This is an optimization exercise on Yosys and OpenROAD, whose aim is small area, a short achievable clock period and few clock cycles per item, not a production implementation. In this exercise RTL edits were held to simulation tests only and were not proved equivalent to the original. Power and IR drop assume default switching activity.

==> flow/design.v <==
package spq_pkg;
  localparam int unsigned DEPTH      = 16;
  localparam int unsigned DATA_WIDTH = 32;
  localparam int unsigned PRIO_WIDTH = 16;
  localparam int unsigned CNT_W      = $clog2(DEPTH + 1);
  localparam int unsigned CMD_W      = 2;
  localparam int unsigned PAYLOAD_W  = 32;
  localparam int unsigned PRIO_IN_W  = 16;
  localparam int unsigned DOUT_W     = 32;
  localparam int unsigned COUNT_W    = 5;
  localparam int unsigned STATUS_W   = 2;
  localparam logic [CMD_W-1:0] CMD_INSERT = 2'd0;
  localparam logic [CMD_W-1:0] CMD_REMOVE = 2'd1;
  localparam logic [CMD_W-1:0] CMD_PEEK   = 2'd2;
  localparam logic [STATUS_W-1:0] ST_OK    = 2'd0;
  localparam logic [STATUS_W-1:0] ST_FULL  = 2'd1;
  localparam logic [STATUS_W-1:0] ST_EMPTY = 2'd2;
  typedef struct packed {
    logic        [DATA_WIDTH-1:0] payload;
    logic signed [PRIO_WIDTH-1:0] prio;
  } entry_t;
  typedef struct packed {
    logic insert;
    logic remove;
  } cell_ctrl_t;
endpackage
module spq_cell (
  input  logic                clk_i,
  input  logic                we_i,
  input  spq_pkg::entry_t     new_entry_i,
  output logic [spq_pkg::DATA_WIDTH-1:0] payload_o,
  output logic                le_o
);
  localparam int unsigned W = spq_pkg::PRIO_WIDTH;
  spq_pkg::entry_t entry_q;
  logic [W-1:0]    a, b;
  assign a = {~entry_q.prio[W-1], entry_q.prio[W-2:0]};
  assign b = {~new_entry_i.prio[W-1], new_entry_i.prio[W-2:0]};
  logic [W-1:0]   g0, p0;
  logic [W/2-1:0] g1, p1;
  logic [W/4-1:0] g2, p2;
  logic [W/8-1:0] g3, p3;
  assign g0 = b & ~a;
  assign p0 = b | ~a;
  for (genvar k = 0; k < W/2; k++) begin : g_l1
    assign g1[k] = g0[2*k+1] | (p0[2*k+1] & g0[2*k]);
    assign p1[k] = g0[2*k+1] | (p0[2*k+1] & p0[2*k]);
  end
  for (genvar k = 0; k < W/4; k++) begin : g_l2
    assign g2[k] = g1[2*k+1] | (p1[2*k+1] & g1[2*k]);
    assign p2[k] = g1[2*k+1] | (p1[2*k+1] & p1[2*k]);
  end
  for (genvar k = 0; k < W/8; k++) begin : g_l3
    assign g3[k] = g2[2*k+1] | (p2[2*k+1] & g2[2*k]);
    assign p3[k] = g2[2*k+1] | (p2[2*k+1] & p2[2*k]);
  end
  assign le_o = g3[1] | (p3[1] & p3[0]);
  always_ff @(posedge clk_i) begin
    if (we_i) entry_q <= new_entry_i;
  end
  assign payload_o = entry_q.payload;
endmodule
module sorted_priority_queue (
  input  logic                                clk_i,
  input  logic                                rst_ni,
  input  logic                                start,
  output logic                                busy,
  input  logic [spq_pkg::CMD_W-1:0]           cmd_i,
  input  logic [spq_pkg::PAYLOAD_W-1:0]       payload_i,
  input  logic signed [spq_pkg::PRIO_IN_W-1:0] priority_req_i,
  output logic                                done_o,
  output logic [spq_pkg::DOUT_W-1:0]          data_out_o,
  output logic [spq_pkg::COUNT_W-1:0]         count_o,
  output logic [spq_pkg::STATUS_W-1:0]        status_o
);
  localparam int unsigned Depth = spq_pkg::DEPTH;
  localparam int unsigned CntW  = spq_pkg::CNT_W;
  localparam int unsigned IdxW  = $clog2(Depth);
  logic                           accept;
  logic                           full, empty;
  logic                           ins1, rem1, rd1;
  spq_pkg::entry_t                new_entry;
  logic [spq_pkg::DATA_WIDTH-1:0] slot_pay [Depth];
  logic [Depth-1:0]               slot_le;
  logic [Depth-1:0]               slot_we;
  logic [CntW-1:0]                count_q, count_d;
  logic                           full_q, empty_q;
  logic [spq_pkg::STATUS_W-1:0]   status_d;
  logic                           done2_q;
  logic                           ins2_q, rem2_q, rd2_q;
  logic                           wr_next_q, wr_last_q;
  logic [Depth-1:0]               le_q;
  logic [spq_pkg::STATUS_W-1:0]   status2_q;
  logic [IdxW-1:0]                order_q [Depth];
  logic [IdxW-1:0]                order_d [Depth];
  logic [Depth-1:0]               ahead;
  logic [Depth-1:0]               front_q, front_d;
  logic [Depth-1:0]               last_dec, second_dec;
  logic [spq_pkg::DATA_WIDTH-1:0] front_pay;
  logic                           done_q;
  logic [spq_pkg::DOUT_W-1:0]     data_q;
  logic [spq_pkg::STATUS_W-1:0]   status_q;
  logic [CntW-1:0]                count_out_q;
  assign busy   = 1'b0;
  assign accept = start && !busy;
  assign full   = full_q;
  assign empty  = empty_q;
  assign new_entry.payload = spq_pkg::DATA_WIDTH'(payload_i);
  assign new_entry.prio    = spq_pkg::PRIO_WIDTH'(priority_req_i);
  always_comb begin
    ins1     = 1'b0;
    rem1     = 1'b0;
    rd1      = 1'b0;
    count_d  = count_q;
    status_d = spq_pkg::ST_OK;
    if (accept) begin
      unique case (cmd_i)
        spq_pkg::CMD_INSERT: begin
          if (full) begin
            status_d = spq_pkg::ST_FULL;
          end else begin
            ins1    = 1'b1;
            count_d = count_q + 1'b1;
          end
        end
        spq_pkg::CMD_REMOVE, spq_pkg::CMD_PEEK: begin
          if (empty) begin
            status_d = spq_pkg::ST_EMPTY;
          end else begin
            rd1 = 1'b1;
            if (cmd_i == spq_pkg::CMD_REMOVE) begin
              rem1    = 1'b1;
              count_d = count_q - 1'b1;
            end
          end
        end
        default: begin
        end
      endcase
    end
  end
  for (genvar j = 0; j < Depth; j++) begin : g_slot
    logic at_last, at_next, at_front;
    assign at_last  = (order_q[Depth-1] == IdxW'(j));
    assign at_next  = (order_q[Depth-2] == IdxW'(j));
    assign at_front = front_q[j];
    assign slot_we[j] = (wr_next_q && at_next) || (rem2_q && at_front) ||
                        (wr_last_q && at_last);
    spq_cell u_cell (
      .clk_i       (clk_i),
      .we_i        (slot_we[j]),
      .new_entry_i (new_entry),
      .payload_o   (slot_pay[j]),
      .le_o        (slot_le[j])
    );
  end
  always_ff @(posedge clk_i or negedge rst_ni) begin
    if (!rst_ni) begin
      count_q  <= '0;
      full_q   <= 1'b0;
      empty_q  <= 1'b1;
    end else begin
      count_q  <= count_d;
      full_q   <= (count_d == CntW'(Depth));
      empty_q  <= (count_d == '0);
    end
  end
  always_ff @(posedge clk_i) begin
    if (!rst_ni) begin
      done2_q   <= 1'b0;
      ins2_q    <= 1'b0;
      rem2_q    <= 1'b0;
      rd2_q     <= 1'b0;
      wr_next_q <= 1'b0;
      wr_last_q <= 1'b1;
    end else begin
      done2_q   <= accept;
      ins2_q    <= ins1;
      rem2_q    <= rem1;
      rd2_q     <= rd1;
      wr_next_q <= ins1 && (count_d != CntW'(Depth));
      wr_last_q <= !ins1 && !rem1 && (count_d != CntW'(Depth));
    end
  end
  always_ff @(posedge clk_i) begin
    le_q      <= slot_le;
    status2_q <= status_d;
  end
  for (genvar i = 0; i < Depth; i++) begin : g_pos
    if (i == 0) begin : g_front
      assign ahead[i] = |(le_q & front_q) && (count_out_q != '0);
    end else begin : g_other
      assign ahead[i] = le_q[order_q[i]] && (count_out_q > CntW'(i));
    end
    logic prev_ahead;
    if (i == 0) begin : g_first
      assign prev_ahead = 1'b1;
    end else begin : g_rest
      assign prev_ahead = ahead[i-1];
    end
    always_comb begin
      order_d[i] = order_q[i];
      if (ins2_q) begin
        if (!ahead[i]) begin
          if (prev_ahead) begin
            order_d[i] = order_q[Depth-1];
          end else begin
            order_d[i] = order_q[(i+Depth-1) % Depth];
          end
        end
      end else if (rem2_q) begin
        order_d[i] = order_q[(i+1) % Depth];
      end
    end
    always_ff @(posedge clk_i) begin
      if (!rst_ni) begin
        order_q[i] <= IdxW'(i);
      end else begin
        order_q[i] <= order_d[i];
      end
    end
  end
  for (genvar j = 0; j < Depth; j++) begin : g_dec
    assign last_dec[j]   = (order_q[Depth-1] == IdxW'(j));
    assign second_dec[j] = (order_q[1] == IdxW'(j));
  end
  always_comb begin
    front_d = front_q;
    if (ins2_q) begin
      if (!ahead[0]) front_d = last_dec;
    end else if (rem2_q) begin
      front_d = second_dec;
    end
  end
  always_ff @(posedge clk_i) begin
    if (!rst_ni) begin
      front_q <= Depth'(1);
    end else begin
      front_q <= front_d;
    end
  end
  always_comb begin
    front_pay = '0;
    for (int j = 0; j < Depth; j++) begin
      front_pay = front_pay | (slot_pay[j] & {spq_pkg::DATA_WIDTH{front_q[j]}});
    end
  end
  always_ff @(posedge clk_i or negedge rst_ni) begin
    if (!rst_ni) begin
      done_q <= 1'b0;
    end else begin
      done_q <= done2_q;
    end
  end
  always_ff @(posedge clk_i) begin
    data_q      <= rd2_q ? spq_pkg::DOUT_W'(front_pay) : '0;
    status_q    <= status2_q;
    count_out_q <= count_q;
  end
  assign done_o     = done_q;
  assign data_out_o = data_q;
  assign status_o   = status_q;
  assign count_o    = spq_pkg::COUNT_W'(count_out_q);
endmodule
Settings: LEC_CHECK=0, ABC_AREA=1, CAP_MARGIN=20, CORE_MARGIN=2, CORE_UTILIZATION=55, CTS_CLUSTER_DIAMETER=80, CTS_CLUSTER_SIZE=25, PLACE_DENSITY=0.65, SETUP_SLACK_MARGIN=2.9, SLEW_MARGIN=20, TNS_END_PERCENT=25; clock period 5.0 ns.
standard.sh (not shown) runs the stock make flow with config.mk's settings and CLKGATE_MAP_FILE= SYNTH_SCRIPT=/design/flow/synth_recipe.tcl, a recipe that flattens the netlist after the stock synthesis.
==> flow/flow/run.sh <==
#!/bin/bash
# Layout flow: the standard flow (standard synthesis unchanged), with the
# port buffers made of plain buf_4 cells instead of the delay cells that
# buffer_ports picks by default. Every input and output port still gets its
# buffer; nothing else changes.
set -uo pipefail
export BUFFER_PORTS_ARGS="-buffer_cell sky130_fd_sc_hd__buf_4"
bash standard.sh finish > standard_flow.log 2>&1
status=$?
tail -n 20 standard_flow.log
exit $status
The first run passed the timing, design-rule and antenna checks.
Testbench counts at the start, summed over its fixed seeds: cycles 16,008, items 16,000.
Change:
--- a/flow/design.v
+++ b/flow/design.v
@@ -86,11 +86,10 @@
   logic [CntW-1:0]                count_q, count_d;
   logic                           full_q, empty_q;
   logic [spq_pkg::STATUS_W-1:0]   status_d;
   logic                           done2_q;
   logic                           ins2_q, rem2_q, rd2_q;
-  logic                           wr_next_q, wr_last_q;
   logic [Depth-1:0]               le_q;
   logic [spq_pkg::STATUS_W-1:0]   status2_q;
   logic [IdxW-1:0]                order_q [Depth];
   logic [IdxW-1:0]                order_d [Depth];
   logic [Depth-1:0]               ahead;
@@ -142,12 +141,12 @@
   for (genvar j = 0; j < Depth; j++) begin : g_slot
     logic at_last, at_next, at_front;
     assign at_last  = (order_q[Depth-1] == IdxW'(j));
     assign at_next  = (order_q[Depth-2] == IdxW'(j));
     assign at_front = front_q[j];
-    assign slot_we[j] = (wr_next_q && at_next) || (rem2_q && at_front) ||
-                        (wr_last_q && at_last);
+    assign slot_we[j] = !full && ((ins2_q && at_next) || (rem2_q && at_front) ||
+                                  (!ins2_q && !rem2_q && at_last));
     spq_cell u_cell (
       .clk_i       (clk_i),
       .we_i        (slot_we[j]),
       .new_entry_i (new_entry),
       .payload_o   (slot_pay[j]),
@@ -157,31 +156,22 @@
   always_ff @(posedge clk_i or negedge rst_ni) begin
     if (!rst_ni) begin
       count_q  <= '0;
       full_q   <= 1'b0;
       empty_q  <= 1'b1;
+      done2_q  <= 1'b0;
+      ins2_q   <= 1'b0;
+      rem2_q   <= 1'b0;
+      rd2_q    <= 1'b0;
     end else begin
       count_q  <= count_d;
       full_q   <= (count_d == CntW'(Depth));
       empty_q  <= (count_d == '0);
-    end
-  end
-  always_ff @(posedge clk_i) begin
-    if (!rst_ni) begin
-      done2_q   <= 1'b0;
-      ins2_q    <= 1'b0;
-      rem2_q    <= 1'b0;
-      rd2_q     <= 1'b0;
-      wr_next_q <= 1'b0;
-      wr_last_q <= 1'b1;
-    end else begin
-      done2_q   <= accept;
-      ins2_q    <= ins1;
-      rem2_q    <= rem1;
-      rd2_q     <= rd1;
-      wr_next_q <= ins1 && (count_d != CntW'(Depth));
-      wr_last_q <= !ins1 && !rem1 && (count_d != CntW'(Depth));
+      done2_q  <= accept;
+      ins2_q   <= ins1;
+      rem2_q   <= rem1;
+      rd2_q    <= rd1;
     end
   end
   always_ff @(posedge clk_i) begin
     le_q      <= slot_le;
     status2_q <= status_d;
=>
- clock power came out higher by about 1%
- clock skew barely changes
- area after synthesis is lower by about 0.7%
- clock-buffer cell count goes up by 3
- cell count hardly moves
Testbench counts after the change, summed over its fixed seeds: cycles 16,008, items 16,000.

[port drivers added, routing unchanged]
How much do the figures lean on ideal ports? The routed layouts below were timed once more, with nothing changed but the port constraints.
Step 1 assumes that a clkbuf_16 drives the clock port and a buf_2 every other input.
Step 2, shift: input delay + t, output delay - t, t = (earliest + latest rising clock arrival at the registers) / 2. This alone moves slack from input paths to output paths.
a / b / c = no drivers / after step 1 / after step 2; a / b = the first two.
run | shift t [ns] | setup slack, ns | worst setup path after step 2 | worst data-port slew with drivers (ns) | cell pins on the clock port's net
the first run | 0.731 | 2.798 / 2.726 / 2.265 | input to register | 0.14 | 1
the second run | 0.701 | 2.804 / 2.756 / 2.272 | input to register | 0.10 | 1
After both steps setup and hold are still met in every run listed. The setup slack of the first run, which loses most, moves by -0.072 ns with the drivers and by -0.533 ns with both steps.
